Context: an optimization exercise on an open-source flow, tuned for small area, a short achievable clock period and few clock cycles per item. The choices shown serve that exercise and are no tape-out recipe. Only simulation tests tie the RTL to the original design; equivalence was not proved.

## lane 1
==> flow/design.v <==
`timescale 1ns / 1ps
package spic_pkg;
  localparam int unsigned CFG_INDEX_W = 3;
  localparam logic [CFG_INDEX_W-1:0] CFG_QUERY_LENGTH   = 3'd0;
  localparam logic [CFG_INDEX_W-1:0] CFG_KEY_LENGTH     = 3'd1;
  localparam logic [CFG_INDEX_W-1:0] CFG_EXPECTED_TASKS = 3'd2;
  localparam logic [CFG_INDEX_W-1:0] CFG_ROW_LIMIT      = 3'd3;
  localparam logic [CFG_INDEX_W-1:0] CFG_INTERVAL_LIMIT = 3'd4;
  localparam logic [31:0] RST_QUERY_LENGTH   = 32'd1024;
  localparam logic [31:0] RST_KEY_LENGTH     = 32'd1024;
  localparam logic [31:0] RST_EXPECTED_TASKS = 32'd32;
  localparam logic [15:0] RST_ROW_LIMIT      = 16'd32;
  localparam logic [7:0]  RST_INTERVAL_LIMIT = 8'd16;
  typedef struct packed {
    logic [31:0] query_length_n;
    logic [31:0] key_length;
    logic [31:0] expected_tasks;
    logic [15:0] row_limit_n;
    logic [7:0]  interval_limit_n;
  } cfg_t;
endpackage
`timescale 1ns / 1ps
module spic_cfg_regs (
  input  logic                                clk,
  input  logic                                rst_n,
  input  logic                                cfg_we,
  input  logic [spic_pkg::CFG_INDEX_W-1:0]    cfg_index,
  input  logic [31:0]                         cfg_wdata,
  output spic_pkg::cfg_t                      cfg
);
  spic_pkg::cfg_t cfg_r;
  logic [4:0]     en;
  logic [31:0]    wd_ql_n, wd_kl, wd_et;
  logic [15:0]    wd_rl_n;
  logic [7:0]     wd_il_n;
  always_comb begin
    for (int i = 0; i < 5; i++)
      en[i] = !rst_n || (cfg_we && (cfg_index == i[2:0]));
    wd_ql_n = ~(rst_n ? cfg_wdata       : spic_pkg::RST_QUERY_LENGTH);
    wd_kl   =   rst_n ? cfg_wdata       : spic_pkg::RST_KEY_LENGTH;
    wd_et   =   rst_n ? cfg_wdata       : spic_pkg::RST_EXPECTED_TASKS;
    wd_rl_n = ~(rst_n ? cfg_wdata[15:0] : spic_pkg::RST_ROW_LIMIT);
    wd_il_n = ~(rst_n ? cfg_wdata[7:0]  : spic_pkg::RST_INTERVAL_LIMIT);
  end
  always_ff @(posedge clk) begin
    if (en[0]) cfg_r.query_length_n   <= wd_ql_n;
    if (en[1]) cfg_r.key_length       <= wd_kl;
    if (en[2]) cfg_r.expected_tasks   <= wd_et;
    if (en[3]) cfg_r.row_limit_n      <= wd_rl_n;
    if (en[4]) cfg_r.interval_limit_n <= wd_il_n;
  end
  assign cfg = cfg_r;
endmodule
`timescale 1ns / 1ps
module spic_check_core (
  input  logic              clk,
  input  logic              rst_n,
  input  spic_pkg::cfg_t    cfg,
  input  logic              acc,       
  input  logic              adv,       
  input  logic [31:0]       qs,
  input  logic [31:0]       qr,
  input  logic [31:0]       it,
  input  logic [31:0]       is,
  input  logic [31:0]       ie,
  input  logic              pe,
  output logic [1:0]        verdict,
  output logic              error_seen
);
  function automatic logic [1:0] cmp32(input logic [31:0] a, input logic [31:0] bn);
    logic [31:0] g, p;
    g = a & bn;
    p = a | bn;
    for (int lvl = 0; lvl < 5; lvl++) begin
      for (int i = 0; i < 16; i++) begin
        if (i < (16 >> lvl)) begin
          g[i] = g[2*i+1] | (p[2*i+1] & g[2*i]);
          p[i] = p[2*i+1] & p[2*i];
        end
      end
    end
    cmp32 = {g[0], g[0] | p[0]};
  endfunction
  logic        fresh_r;       
  logic        lz_r;          
  logic [32:0] cursor_r;
  logic [31:0] tasks_r;
  logic [7:0]  left_r;
  logic [31:0] last_stop_n_r;
  logic [3:0]  bad_r;
  logic        first_r, pe_r;
  logic        failed_r;
  logic        first;
  logic [7:0]  left_open;
  logic [31:0] ie_n;
  logic [1:0]  c_rl, c_il, c_ie, c_ls, c_ql, c_kl;
  logic [3:0]  bad;
  logic        cur_gt, cur_eq;
  logic        failed_upd, plan_ok;
  always_comb begin
    first     = fresh_r || lz_r;
    left_open = first ? it[7:0] : left_r;
    ie_n      = ~ie;
    c_rl = cmp32({16'd0, qr[15:0]}, {16'hFFFF, cfg.row_limit_n});    
    c_il = cmp32({24'd0, it[7:0]}, {24'hFF_FFFF, cfg.interval_limit_n});
    c_ie = cmp32(is, ie_n);                                          
    c_ls = cmp32(is, last_stop_n_r);                                 
    bad[0] = first && (fresh_r ? (qs != 32'd0) : (qs != cursor_r[31:0]));
    bad[1] = first && ((qr[31:16] != 16'd0) || (qr[15:0] == 16'd0) ||
                       (it[31:8] != 24'd0) || (it[7:0] == 8'd0));
    bad[2] = first && (c_rl[1] || c_il[1]);
    bad[3] = c_ie[0] || (!first && !c_ls[0]);
    c_ql   = cmp32(cursor_r[31:0], cfg.query_length_n);
    c_kl   = cmp32(cfg.key_length, last_stop_n_r);                   
    cur_gt = cursor_r[32] || c_ql[1];
    cur_eq = !cursor_r[32] && c_ql[0] && !c_ql[1];
    failed_upd = failed_r || (bad_r != 4'd0) || (first_r && cur_gt) || !c_kl[0];
    plan_ok    = !failed_upd && cur_eq && (tasks_r == cfg.expected_tasks) && lz_r;
    if (pe_r) begin
      verdict    = plan_ok ? 2'd1 : 2'd2;
      error_seen = !plan_ok;
    end else begin
      verdict    = 2'd0;
      error_seen = failed_upd;
    end
  end
  always_ff @(posedge clk) begin
    if (acc && first) begin
      cursor_r <= {1'b0, qs} + {17'd0, qr[15:0]};
      tasks_r  <= fresh_r ? 32'd1 : tasks_r + 32'd1;
    end
  end
  always_ff @(posedge clk) begin
    if (acc) begin
      left_r        <= left_open - 8'd1;
      lz_r          <= (left_open == 8'd1);
      last_stop_n_r <= ie_n;
      bad_r         <= bad;
      first_r       <= first;
      pe_r          <= pe;
    end
  end
  always_ff @(posedge clk) begin
    if (!rst_n) begin
      fresh_r <= 1'b1;
    end else if (acc) begin
      fresh_r <= pe;
    end
  end
  always_ff @(posedge clk) begin
    if (!rst_n) begin
      failed_r <= 1'b0;
    end else if (adv) begin
      failed_r <= !pe_r && failed_upd;
    end
  end
endmodule
`timescale 1ns / 1ps
module sparse_interval_plan_checker (
  input  logic                             clk,
  input  logic                             rst_n,
  input  logic                             cfg_we,
  input  logic [spic_pkg::CFG_INDEX_W-1:0] cfg_index,
  input  logic [31:0]                      cfg_wdata,
  input  logic                             in_valid,
  output logic                             in_ready,
  input  logic [31:0]                      in_task_query_start,
  input  logic [31:0]                      in_task_query_rows,
  input  logic [31:0]                      in_task_interval_total,
  input  logic [31:0]                      in_interval_start,
  input  logic [31:0]                      in_interval_stop,
  input  logic                             in_plan_end,
  output logic                             out_valid,
  input  logic                             out_ready,
  output logic [1:0]                       out_verdict,
  output logic                             out_error_seen
);
  spic_pkg::cfg_t cfg;
  logic           s2_valid_r;
  logic           a_valid_r, b_valid_r;    
  logic [2:0]     a_res_r, b_res_r;        
  logic           acc, adv, pop;
  logic           s2_valid_nxt, a_valid_nxt, b_valid_nxt;
  logic           in_ready_r;
  logic [1:0]     verdict;
  logic           error_seen;
  spic_cfg_regs u_cfg_regs (
    .clk       (clk),
    .rst_n     (rst_n),
    .cfg_we    (cfg_we),
    .cfg_index (cfg_index),
    .cfg_wdata (cfg_wdata),
    .cfg       (cfg)
  );
  assign in_ready = in_ready_r;
  assign acc      = in_valid && in_ready;
  assign pop      = a_valid_r && out_ready;
  assign adv      = s2_valid_r && (!b_valid_r || out_ready);
  spic_check_core u_check_core (
    .clk        (clk),
    .rst_n      (rst_n),
    .cfg        (cfg),
    .acc        (acc),
    .adv        (adv),
    .qs         (in_task_query_start),
    .qr         (in_task_query_rows),
    .it         (in_task_interval_total),
    .is         (in_interval_start),
    .ie         (in_interval_stop),
    .pe         (in_plan_end),
    .verdict    (verdict),
    .error_seen (error_seen)
  );
  always_comb begin
    s2_valid_nxt = acc || (s2_valid_r && !adv);
    a_valid_nxt  = (a_valid_r && !pop) || b_valid_r || adv;
    b_valid_nxt  = (b_valid_r && !pop) || (adv && a_valid_r && !pop) ||
                   (adv && b_valid_r);
  end
  always_ff @(posedge clk) begin
    if (!rst_n) begin
      s2_valid_r <= 1'b0;
      a_valid_r  <= 1'b0;
      b_valid_r  <= 1'b0;
      in_ready_r <= 1'b1;
    end else begin
      s2_valid_r <= s2_valid_nxt;
      a_valid_r  <= a_valid_nxt;
      b_valid_r  <= b_valid_nxt;
      in_ready_r <= !(s2_valid_nxt && b_valid_nxt);
    end
  end
  always_ff @(posedge clk) begin
    if (!a_valid_r || pop) begin
      a_res_r <= b_valid_r ? b_res_r : {verdict, error_seen};
    end
    if (adv && (b_valid_r || !pop) && a_valid_r) begin
      b_res_r <= {verdict, error_seen};
    end
  end
  assign out_valid      = a_valid_r;
  assign out_verdict    = a_res_r[2:1];
  assign out_error_seen = a_res_r[0];
endmodule
clock: 7.0 ns
lec_check: 0
cap_margin: 20
core_margin: 2
core_utilization: 40
cts_buf_list: sky130_fd_sc_hd__clkbuf_4
cts_cluster_diameter: 40
cts_cluster_size: 10
setup_slack_margin: 4.4
slew_margin: 20
standard.sh (not shown) runs the stock make flow with config.mk's settings and CLKGATE_MAP_FILE= SYNTH_SCRIPT=/design/flow/synth_recipe.tcl, a recipe that flattens the netlist after the stock synthesis.
==> flow/flow/run.sh <==
#!/bin/bash
# Layout flow: the standard ORFS flow, with the smallest plain buffer
# (buf_1) on the ports in place of the delay-cell buffers buffer_ports picks
# by default; the resizer upsizes the ones on critical paths.
set -euo pipefail
export BUFFER_PORTS_ARGS="-buffer_cell sky130_fd_sc_hd__buf_1"
bash standard.sh > standard.log 2>&1
Testbench counts of lane 1, summed over its fixed seeds: cycles 18,664, items 18,648.
Here is what was changed in the inputs of lane 2 compared with lane 1.
--- a/flow/config.mk
+++ b/flow/config.mk
@@ -13,3 +13,3 @@
 export CTS_CLUSTER_SIZE = 10
-export SETUP_SLACK_MARGIN = 4.4
+export SETUP_SLACK_MARGIN = 4.2
 export SLEW_MARGIN = 20
Results
Going from lane 1 to lane 2, setup slack rose 0.0075 ns, area of all placed cells without fillers has decreased, non-clock buffer count went down 12%.
Between lane 1 and lane 2, the cell count went down.
Of lane 2 and lane 1, the run reporting the higher sequential cell area share was lane 2.
The following lists how lane 3 was set up differently from lane 2:
--- a/flow/config.mk
+++ b/flow/config.mk
@@ -13,3 +13,3 @@
 export CTS_CLUSTER_SIZE = 10
-export SETUP_SLACK_MARGIN = 4.2
+export SETUP_SLACK_MARGIN = 4.0
 export SLEW_MARGIN = 20
==> comparison <==
Lane 3 vs. lane 2: routed length on met3 grew by 320 um; cell area after layout went down; weighted congestion reported at the end of routability-driven placement saw a decrease. | later-pin clock latency in the skew report | lane 2 vs lane 3 | ≈ equal |. Diff lane 2 -> lane 3 | minimum clock period after layout | increase of 0.11 ns.

static timing again, ports no longer ideal:
No port has a modelled driver above. Below, the same layouts with a new extraction and two added sets of constraints.
Step 1, drivers: a clkbuf_16 drives clk and a buf_2 each remaining input, both assumed.
Step 2, shift: input delay + t, output delay - t, t = (earliest + latest rising clock arrival at the registers) / 2. This alone moves slack from input paths to output paths.
a / b / c = ideal / step 1 / step 2; a / b = the first two.
run	shift t [ns]	slack for setup (ns)	cell pins on the clock port's net
lane 1	0.700	4.058 / 4.049 / 3.350	1
lane 2	0.697	4.066 / 4.060 / 3.363	1
lane 3	0.689	3.961 / 3.951 / 3.262	1
After both steps every run listed still meets setup and hold. The setup slack of lane 1, which loses most, moves by -0.009 ns with the drivers and by -0.708 ns with both steps.
